What follows belongs to an exercise in optimizing a design on an open flow for small area; a production flow would make more cautious choices. In this exercise RTL edits were held to simulation tests only and were not proved equivalent to the original. No activity file was given, so power comes from the tool's default toggle rates.

==> flow/design.v (excerpt) <==
module exp_shifter_gen2 (
   input  logic        clk,
   input  logic        sync_reset,
   input  logic        s_axis_tvalid,
   input  logic [31:0] s_axis_tdata,
   input  logic [23:0] s_axis_tuser,
   input  logic        s_axis_tlast,
   output logic        s_axis_tready,
   input  logic [3:0]  avg_shift,
   input  logic        bypass,
   input  logic        sat_clear,
   output logic        sat_flag,
   output logic        eob_tag,
   output logic        m_axis_tvalid,
   output logic [31:0] m_axis_tdata,
   output logic [23:0] m_axis_tuser,
   output logic        m_axis_tlast,
   input  logic        m_axis_tready
);
   localparam int DEPTH  = 48;
   localparam int BEAT_W = 57;
   logic [DEPTH-1:0][BEAT_W-1:0] q_mem;
   logic [5:0]  held_q;         
   logic [2:0]  fly_q;          
   logic [12:0] avg_q;
   logic        first_q;
   logic [3:0]  amt_q;          
   logic [1:0]  sat_q;
   logic        vld_q;
   logic        full_q, full_h_q;   
   logic        sat_flag_q;
   logic        take, rd, out_vld, blk_start;
   logic [5:0]  held_d;
   logic [2:0]  fly_d;
   logic [1:0]  n_fly_d;
   logic [4:0]  e, afl;
   logic [6:0]  t;
   logic [3:0]  amt_new, amt;
   logic [3:0]  ash;
   logic signed [14:0] diff, delta;
   logic [12:0] avg_new;
   logic [1:0]  lsat;
   logic [31:0] sdata;
   logic [BEAT_W-1:0] head;
   assign s_axis_tready = ~full_q;
   assign take      = s_axis_tvalid & s_axis_tready;
   assign out_vld   = vld_q;
   assign rd        = out_vld & m_axis_tready;
   assign held_d    = held_q + 6'(take) - 6'(rd);
   assign fly_d     = {fly_q[1:0], take};
   assign n_fly_d   = {1'b0, fly_d[0]} + {1'b0, fly_d[1]} + {1'b0, fly_d[2]};
   assign blk_start = (s_axis_tuser[10:0] == 11'd0);
   assign e         = s_axis_tuser[20:16];
   assign afl       = avg_q[12:8];
   always_comb begin
      t = 7'd9 + {2'b0, afl} - {2'b0, e};
  ...
clock: 7.0 ns
lec_check: 0
cap_margin: 20
core_margin: 2
core_utilization: 60
slew_margin: 20
standard.sh (not shown) runs the stock make flow with config.mk's settings and CLKGATE_MAP_FILE= SYNTH_SCRIPT=/design/flow/synth_recipe.tcl, a recipe that flattens the netlist after the stock synthesis.
==> flow/flow/run.sh <==
#!/bin/bash
# Layout flow: the standard flow (standard.sh), with two changes:
#  - synthesis is the standard flow's own script, except that ABC maps the logic with an
#    area-oriented script (flow/area.abc) instead of ORFS's speed script; the
#    flip-flops, their cells and names are untouched (ABC only maps logic);
#  - port buffers use the smallest buffer, and CTS settings come from CTS_ARGS.
set -euo pipefail
W=$(pwd)
F=$W/flow
{
cat <<EOT
proc abc {args} {
  set i [lsearch -exact \$args -script]
  if {\$i >= 0} { set args [lreplace \$args [expr {\$i+1}] [expr {\$i+1}] $F/area.abc] }
  yosys abc {*}\$args
}
EOT
cat "$W/synth_recipe.tcl"
} > "$W/area_synth.tcl"
sed "s|$W/synth_recipe.tcl|$W/area_synth.tcl|g" "$W/standard.sh" > "$W/area_standard.sh"
grep -q "area_synth.tcl" "$W/area_standard.sh"
if [[ -f "$F/env.sh" ]]; then source "$F/env.sh"; fi
bash "$W/area_standard.sh" > "$W/flow.log" 2>&1
==> flow/flow/area.abc <==
&get -n
&st
&syn2
&dch
&nf -a
&put
==> flow/flow/env.sh <==
export BUFFER_PORTS_ARGS="-buffer_cell sky130_fd_sc_hd__buf_1"
export CTS_ARGS="-sink_clustering_enable -repair_clock_nets -sink_clustering_size 24 -sink_clustering_max_diameter 80 -dont_use_dummy_load"
The starting point completed with no timing, DRC or antenna violations.
Change:
==> flow/run.sh (new file) <==
#!/bin/bash
# synth_recipe.tcl (not shown) runs the flow's synth.tcl, then flattens the netlist and writes it again
# the make line also repeats each setting of config.mk as NAME=value (left out here)
make -C /OpenROAD-flow-scripts/flow DESIGN_CONFIG=/design/flow/config.mk WORK_HOME=/design/flow/orfs CLKGATE_MAP_FILE= SYNTH_SCRIPT=/design/flow/synth_recipe.tcl finish
--- a/flow/config.mk
+++ b/flow/config.mk
@@ -7,5 +7,8 @@
 export LEC_CHECK = 0
-export CAP_MARGIN = 20
+export CAP_MARGIN = 10
 export CORE_MARGIN = 2
 export CORE_UTILIZATION = 60
-export SLEW_MARGIN = 20
+export CTS_CLUSTER_DIAMETER = 80
+export CTS_CLUSTER_SIZE = 24
+export GPL_TIMING_DRIVEN = 0
+export SLEW_MARGIN = 10
removed: flow/flow/run.sh
removed: flow/flow/area.abc
removed: flow/flow/env.sh
removed: flow/standard.sh
Result:
- With this change the flow did not get past global routing (5_1_grt) on GRT-0116
- synthesized area grows by 5.7%
- synthesized cell count went up by 14%
Change:
--- a/flow/config.mk
+++ b/flow/config.mk
@@ -7,8 +7,7 @@
 export LEC_CHECK = 0
-export CAP_MARGIN = 10
+export CAP_MARGIN = 20
 export CORE_MARGIN = 2
 export CORE_UTILIZATION = 60
-export CTS_CLUSTER_DIAMETER = 80
-export CTS_CLUSTER_SIZE = 24
-export GPL_TIMING_DRIVEN = 0
-export SLEW_MARGIN = 10
+export CTS_CLUSTER_DIAMETER = 60
+export CTS_CLUSTER_SIZE = 30
+export SLEW_MARGIN = 20
Outcome: This time the run produced a clean layout. Synthesized cell count stays the same. Synthesized area stays the same.
Change:
--- a/flow/config.mk
+++ b/flow/config.mk
@@ -7,7 +7,7 @@
 export LEC_CHECK = 0
-export CAP_MARGIN = 20
+export CAP_MARGIN = 0
 export CORE_MARGIN = 2
 export CORE_UTILIZATION = 60
-export CTS_CLUSTER_DIAMETER = 60
-export CTS_CLUSTER_SIZE = 30
-export SLEW_MARGIN = 20
+export CTS_CLUSTER_DIAMETER = 80
+export CTS_CLUSTER_SIZE = 24
+export SLEW_MARGIN = 0
Outcome:
- worst setup slack got worse by 17 ps
- design area is lower by 1.7%
- power fell by about 4%
- die area does not change
- via count goes down by 0.56%
- cell count fell by about 1.2%
- first-iteration DRC count rose by about 1.3%
- critical path depth is unchanged

[afterwards: timing with drivers on the ports]
The results above use ideal ports. As a check the final layouts listed here were re-extracted and re-timed, cells and wires unchanged. Step 1 sets driving cells, clkbuf_16 on the clock port and buf_2 on the other inputs (assumed; they add their load-dependent delay and slew). Step 2 adds t to the input delays and takes it off the output delays; t is the mean of the earliest and latest rising clock arrival at the registers after step 1. Input paths then give back, and output paths get back, about the clock's delay inside the block. Three values: ideal ports, drivers, drivers and shift; two values: the first two.
run | t, ns | slack for setup (ns) | worst hold slack (ns)
the first run | 0.867 | 0.724 / 0.636 / -0.069 | 0.301 / 0.301 / 0.301
the third run | 0.955 | 0.232 / 0.143 / -0.217 | 0.404 / 0.404 / 0.404
the fourth run | 0.932 | 0.215 / 0.116 / -0.153 | 0.399 / 0.399 / 0.399
Met with ideal ports but missed after step 2: setup timing in every run listed. The setup slack of the first run, which loses most, moves by -0.088 ns with the drivers and by -0.793 ns with both steps.
